Source: an optimization exercise on an open RTL-to-GDS flow (aim: small area, a short achievable clock period and few clock cycles). Production flows keep margins and buffers that such runs may drop. Where RTL was checked, it was by simulation tests only, not by an equivalence proof against the original. Power figures rest on the tool's default switching activity, not on a simulated workload.

==> 08-24: inputs <==
Design cpu_top, start of the top module:
module cpu_top (
	input logic CLK,
	input logic nRST,
	output logic mem_ren,
	output logic mem_wen,
	output logic [31:0] mem_addr,
	output logic [31:0] mem_store,
	input logic [31:0] mem_load,
	input logic mem_ready,
	output logic halt
);
clock: 10.0 ns
lec_check: 0
cap_margin: 40
cell_pad_in_sites_detail_placement: 1
cell_pad_in_sites_global_placement: 2
core_margin: 2
core_utilization: 25
cts_cluster_diameter: 100
cts_cluster_size: 26
place_density: 0.5
setup_slack_margin: 5
slew_margin: 20
tns_end_percent: 10
run.sh (not shown) runs the stock make flow with config.mk's settings and CLKGATE_MAP_FILE= SYNTH_SCRIPT=/design/flow/synth_recipe.tcl, a recipe that flattens the netlist after the stock synthesis.
==> inputs of 01-13, as changes to 08-24 <==
--- a/flow/design.v
+++ b/flow/design.v
@@ -5,13 +5,15 @@
 	input logic wen,
 	input logic [4:0] wsel,
 	input logic [31:0] wdat,
 	input logic [31:1] rsel1,
 	input logic [31:1] rsel2,
 	output logic [31:0] rdat1,
-	output logic [31:0] rdat2
+	output logic [31:0] rdat2,
+	output logic rvld1,
+	output logic rvld2
 );
 	logic [31:0] regs [1:31];
 	logic [31:1] vld;
 	always_ff @(posedge CLK) begin
 		for (int i = 1; i < 32; i++) begin
 			if (wen && (wsel == 5'(i))) begin
@@ -27,23 +29,22 @@
 				if (wen && (wsel == 5'(i))) begin
 					vld[i] <= 1'b1;
 				end
 			end
 		end
 	end
-	logic [31:1] sel1, sel2;
 	always_comb begin
-		sel1 = rsel1 & vld;
-		sel2 = rsel2 & vld;
 		rdat1 = '0;
 		rdat2 = '0;
 		for (int i = 1; i < 32; i++) begin
-			rdat1 = rdat1 | (regs[i] & {32{sel1[i]}});
-			rdat2 = rdat2 | (regs[i] & {32{sel2[i]}});
-		end
-	end
+			rdat1 = rdat1 | (regs[i] & {32{rsel1[i]}});
+			rdat2 = rdat2 | (regs[i] & {32{rsel2[i]}});
+		end
+	end
+	assign rvld1 = |(rsel1 & vld);
+	assign rvld2 = |(rsel2 & vld);
 endmodule
 `default_nettype wire
 `default_nettype none
 module cpu_top (
 	input logic CLK,
 	input logic nRST,
@@ -69,21 +70,22 @@
 	logic [31:2] fa;           
 	logic fgo;                 
 	logic squash;              
 	logic [31:0] ir;
 	logic ir_valid;
 	logic [31:1] rs_oh, rt_oh;
+	logic ir_halt;             
 	logic dpend;               
 	logic dact;                
 	logic dwe;
 	logic [31:0] daddr, sdata;
 	logic [4:0] ldst;
 	logic [5:0] op, fn;
 	logic [4:0] rs, rt, rd;
 	logic [31:0] immx;
-	logic is_r, r_ok, is_addiu, is_lw, is_sw, is_beq, is_halt, is_mem;
+	logic is_r, r_ok, is_addiu, is_lw, is_sw, is_beq, is_mem;
 	assign op = ir[31:26];
 	assign fn = ir[5:0];
 	assign rs = ir[25:21];
 	assign rt = ir[20:16];
 	assign rd = ir[15:11];
 	assign immx = {{16{ir[15]}}, ir[15:0]};
@@ -91,33 +93,38 @@
 	assign r_ok = is_r && ((fn == FN_ADDU) || (fn == FN_SUBU) || (fn == FN_AND)
 		|| (fn == FN_OR) || (fn == FN_SLT));
 	assign is_addiu = (op == OP_ADDIU);
 	assign is_lw = (op == OP_LW);
 	assign is_sw = (op == OP_SW);
 	assign is_beq = (op == OP_BEQ);
-	assign is_halt = (op == OP_HALT);
 	assign is_mem = is_lw || is_sw;
 	logic x_ok, x_fetch, x_squash, x_mem;
 	logic [31:0] ra, rb, bop, bx, sum, result;
 	logic [32:0] sum_c;
 	logic sub, slt, eq;
 	logic rf_wen;
 	logic [4:0] rf_wsel;
 	logic [31:0] rf_wdat;
 	assign x_ok = ir_valid && !dact && !dpend;
-	assign x_fetch = x_ok && !is_halt;
+	assign x_fetch = x_ok && !ir_halt;
 	assign x_mem = x_ok && is_mem;
 	logic wb_v;
 	logic [4:0] wb_sel;
 	logic [31:0] wb_dat, rf_a, rf_b;
+	logic rf_va, rf_vb, byp_a, byp_b, use_a, use_b;
 	register_file u_rf (
 		.CLK(CLK), .nRST(nRST), .wen(wb_v), .wsel(wb_sel), .wdat(wb_dat),
-		.rsel1(rs_oh), .rsel2(rt_oh), .rdat1(rf_a), .rdat2(rf_b)
+		.rsel1(rs_oh), .rsel2(rt_oh), .rdat1(rf_a), .rdat2(rf_b),
+		.rvld1(rf_va), .rvld2(rf_vb)
 	);
-	assign ra = (wb_v && (wb_sel == rs)) ? wb_dat : rf_a;
-	assign rb = (wb_v && (wb_sel == rt)) ? wb_dat : rf_b;
+	assign byp_a = wb_v && (wb_sel == rs);
+	assign byp_b = wb_v && (wb_sel == rt);
+	assign use_a = !byp_a && rf_va;
+	assign use_b = !byp_b && rf_vb;
+	assign ra = ({32{byp_a}} & wb_dat) | ({32{use_a}} & rf_a);
+	assign rb = ({32{byp_b}} & wb_dat) | ({32{use_b}} & rf_b);
 	assign sub = is_r && ((fn == FN_SUBU) || (fn == FN_SLT));
 	assign bop = is_r ? rb : immx;
 	assign bx = bop ^ {32{sub}};
 	assign sum_c = {ra, 1'b1} + {bx, sub};
 	assign sum = sum_c[32:1];
 	assign slt = (ra[31] != rb[31]) ? ra[31] : sum[31];
@@ -150,17 +157,17 @@
 	assign d_done = dact && mem_ready;
 	assign sq_now = squash || x_squash;
 	assign uncond = (mem_load[31:26] == OP_BEQ) && (mem_load[25:21] == mem_load[20:16]);
 	assign fa_seq = fa + 30'd1;
 	assign fa_ld = fa + {{14{mem_load[15]}}, mem_load[15:0]} + 30'd1;
 	assign fa_br = fa + {{14{ir[15]}}, ir[15:0]};
-	assign mem_ren = dact ? !dwe : (fgo || (ir_valid && !dpend && !is_halt));
+	assign mem_ren = dact ? !dwe : (fgo || (ir_valid && !dpend && !ir_halt));
 	assign mem_wen = dact && dwe;
 	assign mem_addr = dact ? daddr : {fa, 2'b00};
 	assign mem_store = sdata;
-	assign halt = ir_valid && is_halt && !dact && !dpend;
+	assign halt = ir_valid && ir_halt && !dact && !dpend;
 	always_ff @(posedge CLK, negedge nRST) begin
 		if (!nRST) begin
 			fa <= '0;
 			fgo <= 1'b1;
 			squash <= 1'b0;
 			ir_valid <= 1'b0;
@@ -197,21 +204,25 @@
 		if (!nRST) begin
 			wb_v <= 1'b0;
 		end else begin
 			wb_v <= rf_wen;
 		end
 	end
+	logic [4:0] nx_rs, nx_rt;
+	assign nx_rs = f_done ? mem_load[25:21] : rs;
+	assign nx_rt = f_done ? mem_load[20:16] : rt;
 	always_ff @(posedge CLK) begin
+		for (int i = 1; i < 32; i++) begin
+			rs_oh[i] <= (nx_rs == 5'(i));
+			rt_oh[i] <= (nx_rt == 5'(i));
+		end
 		wb_sel <= rf_wsel;
 		wb_dat <= rf_wdat;
 		if (f_done) begin
 			ir <= mem_load;
-			for (int i = 1; i < 32; i++) begin
-				rs_oh[i] <= (mem_load[25:21] == 5'(i));
-				rt_oh[i] <= (mem_load[20:16] == 5'(i));
-			end
+			ir_halt <= (mem_load[31:26] == OP_HALT);
 		end
 		if (x_mem) begin
 			daddr <= sum;
 			sdata <= rb;
 			dwe <= is_sw;
 			ldst <= rt;
==> flow/config.mk (replaced) <==
export PLATFORM = sky130hd
export DESIGN_NAME = cpu_top
export DESIGN_NICKNAME = cpu_top
export VERILOG_FILES = /design/flow/design.v
export SDC_FILE = /design/flow/constraint.sdc
export NUM_CORES = 4
export LEC_CHECK = 0
export ABC_CLOCK_PERIOD_IN_PS = 3500
export CAP_MARGIN = 40
export CELL_PAD_IN_SITES_DETAIL_PLACEMENT = 1
export CELL_PAD_IN_SITES_GLOBAL_PLACEMENT = 2
export CORE_MARGIN = 2
export CORE_UTILIZATION = 25
export PLACE_DENSITY = 0.5
export SETUP_SLACK_MARGIN = 5
export SLEW_MARGIN = 20
==> inputs of 12-10, as changes to 08-24 <==
--- a/flow/design.v
+++ b/flow/design.v
@@ -2,19 +2,21 @@
 module register_file (
 	input logic CLK,
 	input logic nRST,
 	input logic wen,
 	input logic [4:0] wsel,
 	input logic [31:0] wdat,
-	input logic [31:1] rsel1,
-	input logic [31:1] rsel2,
+	input logic [4:0] rsel1,
+	input logic [4:0] rsel2,
 	output logic [31:0] rdat1,
 	output logic [31:0] rdat2
 );
 	logic [31:0] regs [1:31];
 	logic [31:1] vld;
+	logic [31:0] rword [0:31];
+	logic [31:0] rvld;
 	always_ff @(posedge CLK) begin
 		for (int i = 1; i < 32; i++) begin
 			if (wen && (wsel == 5'(i))) begin
 				regs[i] <= wdat;
 			end
 		end
@@ -27,23 +29,21 @@
 				if (wen && (wsel == 5'(i))) begin
 					vld[i] <= 1'b1;
 				end
 			end
 		end
 	end
-	logic [31:1] sel1, sel2;
 	always_comb begin
-		sel1 = rsel1 & vld;
-		sel2 = rsel2 & vld;
-		rdat1 = '0;
-		rdat2 = '0;
+		rword[0] = '0;
 		for (int i = 1; i < 32; i++) begin
-			rdat1 = rdat1 | (regs[i] & {32{sel1[i]}});
-			rdat2 = rdat2 | (regs[i] & {32{sel2[i]}});
-		end
-	end
+			rword[i] = regs[i];
+		end
+	end
+	assign rvld = {vld, 1'b0};
+	assign rdat1 = rword[rsel1] & {32{rvld[rsel1]}};
+	assign rdat2 = rword[rsel2] & {32{rvld[rsel2]}};
 endmodule
 `default_nettype wire
 `default_nettype none
 module cpu_top (
 	input logic CLK,
 	input logic nRST,
@@ -68,13 +68,12 @@
 	localparam logic [5:0] FN_SLT = 6'h2a;
 	logic [31:2] fa;           
 	logic fgo;                 
 	logic squash;              
 	logic [31:0] ir;
 	logic ir_valid;
-	logic [31:1] rs_oh, rt_oh;
 	logic dpend;               
 	logic dact;                
 	logic dwe;
 	logic [31:0] daddr, sdata;
 	logic [4:0] ldst;
 	logic [5:0] op, fn;
@@ -103,21 +102,16 @@
 	logic rf_wen;
 	logic [4:0] rf_wsel;
 	logic [31:0] rf_wdat;
 	assign x_ok = ir_valid && !dact && !dpend;
 	assign x_fetch = x_ok && !is_halt;
 	assign x_mem = x_ok && is_mem;
-	logic wb_v;
-	logic [4:0] wb_sel;
-	logic [31:0] wb_dat, rf_a, rf_b;
 	register_file u_rf (
-		.CLK(CLK), .nRST(nRST), .wen(wb_v), .wsel(wb_sel), .wdat(wb_dat),
-		.rsel1(rs_oh), .rsel2(rt_oh), .rdat1(rf_a), .rdat2(rf_b)
+		.CLK(CLK), .nRST(nRST), .wen(rf_wen), .wsel(rf_wsel), .wdat(rf_wdat),
+		.rsel1(rs), .rsel2(rt), .rdat1(ra), .rdat2(rb)
 	);
-	assign ra = (wb_v && (wb_sel == rs)) ? wb_dat : rf_a;
-	assign rb = (wb_v && (wb_sel == rt)) ? wb_dat : rf_b;
 	assign sub = is_r && ((fn == FN_SUBU) || (fn == FN_SLT));
 	assign bop = is_r ? rb : immx;
 	assign bx = bop ^ {32{sub}};
 	assign sum_c = {ra, 1'b1} + {bx, sub};
 	assign sum = sum_c[32:1];
 	assign slt = (ra[31] != rb[31]) ? ra[31] : sum[31];
@@ -131,18 +125,18 @@
 		endcase
 		if (!is_r) result = sum;
 	end
 	assign x_squash = x_ok && is_beq && (rs != rt) && eq;
 	always_comb begin
 		if (dact) begin
-			rf_wen = !dwe && mem_ready && (ldst != '0);
+			rf_wen = !dwe && mem_ready;
 			rf_wsel = ldst;
 			rf_wdat = mem_load;
 		end else begin
+			rf_wen = x_ok && (r_ok || is_addiu);
 			rf_wsel = is_r ? rd : rt;
-			rf_wen = x_ok && (r_ok || is_addiu) && (rf_wsel != '0);
 			rf_wdat = result;
 		end
 	end
 	logic f_act, f_done, d_done, sq_now, uncond;
 	logic [29:0] fa_seq, fa_ld, fa_br;
 	assign f_act = !dact && (fgo || x_fetch);
@@ -190,28 +184,15 @@
 			end
 			if (d_done) begin
 				dact <= 1'b0;
 			end
 		end
 	end
-	always_ff @(posedge CLK, negedge nRST) begin
-		if (!nRST) begin
-			wb_v <= 1'b0;
-		end else begin
-			wb_v <= rf_wen;
-		end
-	end
 	always_ff @(posedge CLK) begin
-		wb_sel <= rf_wsel;
-		wb_dat <= rf_wdat;
-		if (f_done) begin
+		if (f_done && !sq_now) begin
 			ir <= mem_load;
-			for (int i = 1; i < 32; i++) begin
-				rs_oh[i] <= (mem_load[25:21] == 5'(i));
-				rt_oh[i] <= (mem_load[20:16] == 5'(i));
-			end
 		end
 		if (x_mem) begin
 			daddr <= sum;
 			sdata <= rb;
 			dwe <= is_sw;
 			ldst <= rt;
==> flow/config.mk (replaced) <==
export PLATFORM = sky130hd
export DESIGN_NAME = cpu_top
export DESIGN_NICKNAME = cpu_top
export VERILOG_FILES = /design/flow/design.v
export SDC_FILE = /design/flow/constraint.sdc
export NUM_CORES = 4
export LEC_CHECK = 0
export ABC_CLOCK_PERIOD_IN_PS = 4000
export CAP_MARGIN = 40
export CELL_PAD_IN_SITES_DETAIL_PLACEMENT = 1
export CELL_PAD_IN_SITES_GLOBAL_PLACEMENT = 2
export CORE_MARGIN = 2
export CORE_UTILIZATION = 25
export PLACE_DENSITY = 0.5
export SETUP_SLACK_MARGIN = 5
export SLEW_MARGIN = 20
==> inputs of 07-19, as changes to 08-24 <==
==> flow/config.mk (replaced) <==
export PLATFORM = sky130hd
export DESIGN_NAME = cpu_top
export DESIGN_NICKNAME = cpu_top
export VERILOG_FILES = /design/flow/design.v
export SDC_FILE = /design/flow/constraint.sdc
export NUM_CORES = 4
export LEC_CHECK = 0
export CAP_MARGIN = 40
export CELL_PAD_IN_SITES_DETAIL_PLACEMENT = 1
export CELL_PAD_IN_SITES_GLOBAL_PLACEMENT = 2
export CORE_MARGIN = 2
export CORE_UTILIZATION = 45
export CTS_BUF_LIST = sky130_fd_sc_hd__clkbuf_4 sky130_fd_sc_hd__clkbuf_8
export PLACE_DENSITY = 0.6
export SETUP_SLACK_MARGIN = 5
export SLEW_MARGIN = 20
==> qor summary <==
item                                                          12-10      01-13      08-24        07-19
Cell internal power dissipation                            13.64 mW   12.47 mW   11.66 mW     12.83 mW
Sum of met2 wire segment lengths after detailed routing   160400 µm  156900 µm  160000 µm    134700 µm
Non-clock buffering overhead                                 15.34%     8.939%     7.639%       8.151%
Area added between synthesis and finish                      40.85%     28.40%     20.66%       22.63%
Inserted Diodes                                                   8         11          9           24
Nonclk inv count                                                165        151        147          147
Startpoint of the lowest-slack register-to-register path     ir[25]   rs_oh[7]  rs_oh[22]  u_rf.vld[3]
Cells after synthesis                                          4343       4538       4536         4536
FF-to-FF path depth                                              29         19         21           20
Global Route met1 Usage                                      38.09%     37.20%     39.05%       60.21%
# clock sinks                                                  1160       1261       1260         1260
Rows                                                            174        177        178          132
Result of the run                  no timing/DRC/antenna violations  no timing/DRC/antenna violations  no timing/DRC/antenna violations  no timing/DRC/antenna violations
Testbench counts of 08-24, summed over its fixed seeds: cycles 46,604.
Testbench counts of 07-19, summed over its fixed seeds: cycles 46,604.
No functional check of the RTL was part of 01-13 and 12-10.

## afterwards: timing with drivers on the ports
Ports are ideal in the flow. The routed layouts listed here were re-timed in OpenROAD.
Step 1 sets driving cells, clkbuf_16 on the clock port and buf_2 on the other inputs (assumed; they add their load-dependent delay and slew).
Step 2 also shifts input and output timing later by t, the mid clock arrival at the registers, as if the neighbouring blocks saw the same clock.
a / b / c = no drivers / after step 1 / after step 2; a / b = the first two.
run | shift t [ns] | setup WS [ns] | worst hold slack (ns) | worst setup path after step 2 | slew at the worst register clock pin (ns)
08-24 | 0.837 | 4.739 / 4.739 / 4.148 | 0.488 / 0.488 / 0.488 | input to register | 0.12 / 0.12
01-13 | 0.900 | 4.823 / 4.823 / 4.386 | 0.469 / 0.469 / 0.469 | input to register | 0.07 / 0.07
12-10 | 0.913 | 4.001 / 4.001 / 4.001 | 0.487 / 0.487 / 0.487 | register to register | 0.07 / 0.07
07-19 | 1.046 | 4.705 / 4.705 / 4.225 | 0.472 / 0.472 / 0.472 | input to register | 0.08 / 0.08
After both steps every run listed still meets setup and hold. The setup slack of 08-24, which loses most, moves by 0.000 ns with the drivers and by -0.591 ns with both steps.
